Context: an optimization exercise on an open-source flow, tuned for small area, a short achievable clock period and few clock cycles per item. The choices shown serve that exercise and are no tape-out recipe. Where RTL was checked, it was by simulation tests only, not by an equivalence proof against the original. Power is estimated from default activity; no workload was simulated.

== north ==
==> flow/design.v (excerpt) <==
module uniform_grid_derivative
(
    input  wire logic                       i_clk,
    input  wire logic                       i_rst_n,
    input  wire logic                       i_cfg_wr_en,
    input  wire logic [ugd_pkg::TOL_W-1:0]           i_cfg_wr_data,
    input  wire logic                       i_in_valid,
    output logic                            o_in_ready,
    input  wire logic signed [ugd_pkg::SAMPLE_W-1:0] i_voltage_sample,
    input  wire logic signed [ugd_pkg::SAMPLE_W-1:0] i_current_sample,
    input  wire logic                       i_sequence_end,
    output logic                            o_out_valid,
    input  wire logic                       i_out_ready,
    output logic signed [ugd_pkg::SAMPLE_W-1:0]      o_derivative,
    output logic [ugd_pkg::ERR_W-1:0]                o_error_code,
    output logic                            o_run_last
);
export LEC_CHECK = 0
export CAP_MARGIN = 20
export CORE_MARGIN = 2
export CORE_UTILIZATION = 60
export SETUP_SLACK_MARGIN = 2.0
export SLEW_MARGIN = 20
export SYNTH_HIERARCHICAL = 1
create_clock -name core_clock -period 7.0 [get_ports {i_clk}]
run.sh (not shown) runs the stock make flow with config.mk's settings and CLKGATE_MAP_FILE= SYNTH_SCRIPT=/design/flow/synth_recipe.tcl, a recipe that flattens the netlist after the stock synthesis.
Testbench counts of north, summed over its fixed seeds: cycles 41,124, items 3,235.
Inputs modified between north and south:
- SETUP_SLACK_MARGIN now 2.5, was 2.0
- CORE_UTILIZATION now 65, was 60
### Flow results
The area overhead of the layout relative to synthesis in south sits 4.0 points above the value recorded for north. Going from north to south, via count of the routed design grows by 884. south vs north: total length of routed met3 wires up by more than a quarter.


uniform_grid_derivative, a different RTL version from the one above (not shown whole).
Size in the first run: about 310 flip-flops, ~120 I/O pins, ~22000 µm² of cells after synthesis.
Settings: LEC_CHECK=0, CAP_MARGIN=20, CORE_MARGIN=2, CORE_UTILIZATION=60, SETUP_SLACK_MARGIN=2.5, SLEW_MARGIN=20, SYNTH_HIERARCHICAL=1; clock period 7.0 ns.
The starting point produced a clean layout.
Change:
- SETUP_SLACK_MARGIN: 2.5 -> 3.5
The new run finished with timing, DRC and antenna clean.
Sequential power rises by about 3%.
Routed wire length rises by 12%.
Clock skew barely changes.
Setup slack improves by 76 ps.
Critical path depth falls by 2.
Count of clock-buffer cells in the layout falls by 6.
No run of this note included a check of the RTL's function; only the layout flow was run.


## raven
Another version of the RTL of uniform_grid_derivative (not shown whole).
For scale: roughly 2300 cells after synthesis, roughly 270 flip-flops, about 120 I/O pins, ~22000 um2 of cells after synthesis.
Settings: LEC_CHECK=0, CAP_MARGIN=20, CORE_MARGIN=2, CORE_UTILIZATION=60, SETUP_SLACK_MARGIN=2.0, SLEW_MARGIN=20, SYNTH_HIERARCHICAL=1; clock period 7.0 ns.
raven: done, clean on timing, DRC and antenna
Testbench counts of raven, summed over its fixed seeds: cycles 39,783, items 3,235.
What violet does differently from raven at the input level:
-- flow/config.mk --
<<< raven, line 10
export CORE_UTILIZATION = 60
export SETUP_SLACK_MARGIN = 2.0
export SLEW_MARGIN = 20
export SYNTH_HIERARCHICAL = 1
>>> violet, line 10
export CORE_UTILIZATION = 60
export SETUP_SLACK_MARGIN = 2.5
export SLEW_MARGIN = 20
export SYNTH_HIERARCHICAL = 1
export TNS_END_PERCENT = 10
Notes after the runs:
Relative to raven, cell area after placement has increased by 250 um2 in violet.
Measured against each other, violet and raven differ in met3 wire length, the higher figure coming from raven.
Type of the setup path with the least slack = register to register: violet; type of the setup path with the least slack = input port to register: raven
Looking at average via count per standard cell, violet sits below raven.
Setup changes, violet to delta
-- flow/config.mk --
<<< violet, line 13
export SYNTH_HIERARCHICAL = 1
export TNS_END_PERCENT = 10
>>> delta, line 13
export SYNTH_HIERARCHICAL = 1
==> comparison <==
Compared with violet, delta shows a higher wire length of the first global-routing pass.
Endpoint arrival time on the critical path: delta vs violet down 0.18 ns
Summary: wire length, delta worse than violet
Placed instance count across delta and violet: no real change.
Taking violet as the reference, in delta violation count after the first detailed-routing iteration up 88; via count of the routed design increased by 368 relative to the old numbers; clock buffer instance count of the final layout has decreased; post-route standard cell area excluding fillers rose 400 um2.
For onyx, these inputs were changed with respect to delta:
-- flow/config.mk --
<<< delta, line 10
export CORE_UTILIZATION = 60
export SETUP_SLACK_MARGIN = 2.5
export SLEW_MARGIN = 20
>>> onyx, line 10
export CORE_UTILIZATION = 60
export SETUP_SLACK_MARGIN = 2.4
export SLEW_MARGIN = 20
[summary]
Delta (onyx minus delta): power share of the clock group increased by 1.2 points relative to the old numbers, finished layout cell area fell about 3%, post-layout utilization of the core lower, worst hold slack flat, number of vias after detailed routing has decreased.
delta -> onyx: wire length on met1 decreased slightly
The highest routing layer actually used comes out met4 in one run and met5 in the other, namely in delta and onyx respectively.
Hold buffer count at cts across delta and onyx: no real change.
onyx against delta: sequential share of layout area rose by 0.86 points, fraction of area in clock buffers and inverters rose by 0.27 points.

## what the ideal ports hide
The results above use ideal ports. As a check the final layouts listed here were re-extracted and re-timed, cells and wires unchanged.
Step 1 assumes that a clkbuf_16 drives the clock port and a buf_2 every other input.
Step 2 also shifts input and output timing later by t, the mid clock arrival at the registers, as if the neighbouring blocks saw the same clock.
Three values: ideal ports, drivers, drivers and shift; two values: the first two.
run | t (ns) | setup WS [ns] | worst slew at a driven data input, ns
north | 0.587 | 2.019 / 2.019 / 1.580 | 0.05
south | 0.585 | 2.290 / 2.290 / 1.836 | 0.04
the first run of note 2 | 0.618 | 2.489 / 2.495 / 1.908 | 0.09
the second run of note 2 | 0.633 | 2.565 / 2.565 / 2.086 | 0.06
raven | 0.661 | 2.104 / 2.137 / 1.476 | 0.06
violet | 0.633 | 2.466 / 2.466 / 1.872 | 0.05
delta | 0.641 | 2.473 / 2.473 / 1.879 | 0.05
onyx | 0.651 | 2.454 / 2.456 / 1.836 | 0.06
After both steps setup and hold are still met in every run listed. The setup slack of raven, which loses most, moves by +0.033 ns with the drivers and by -0.628 ns with both steps.
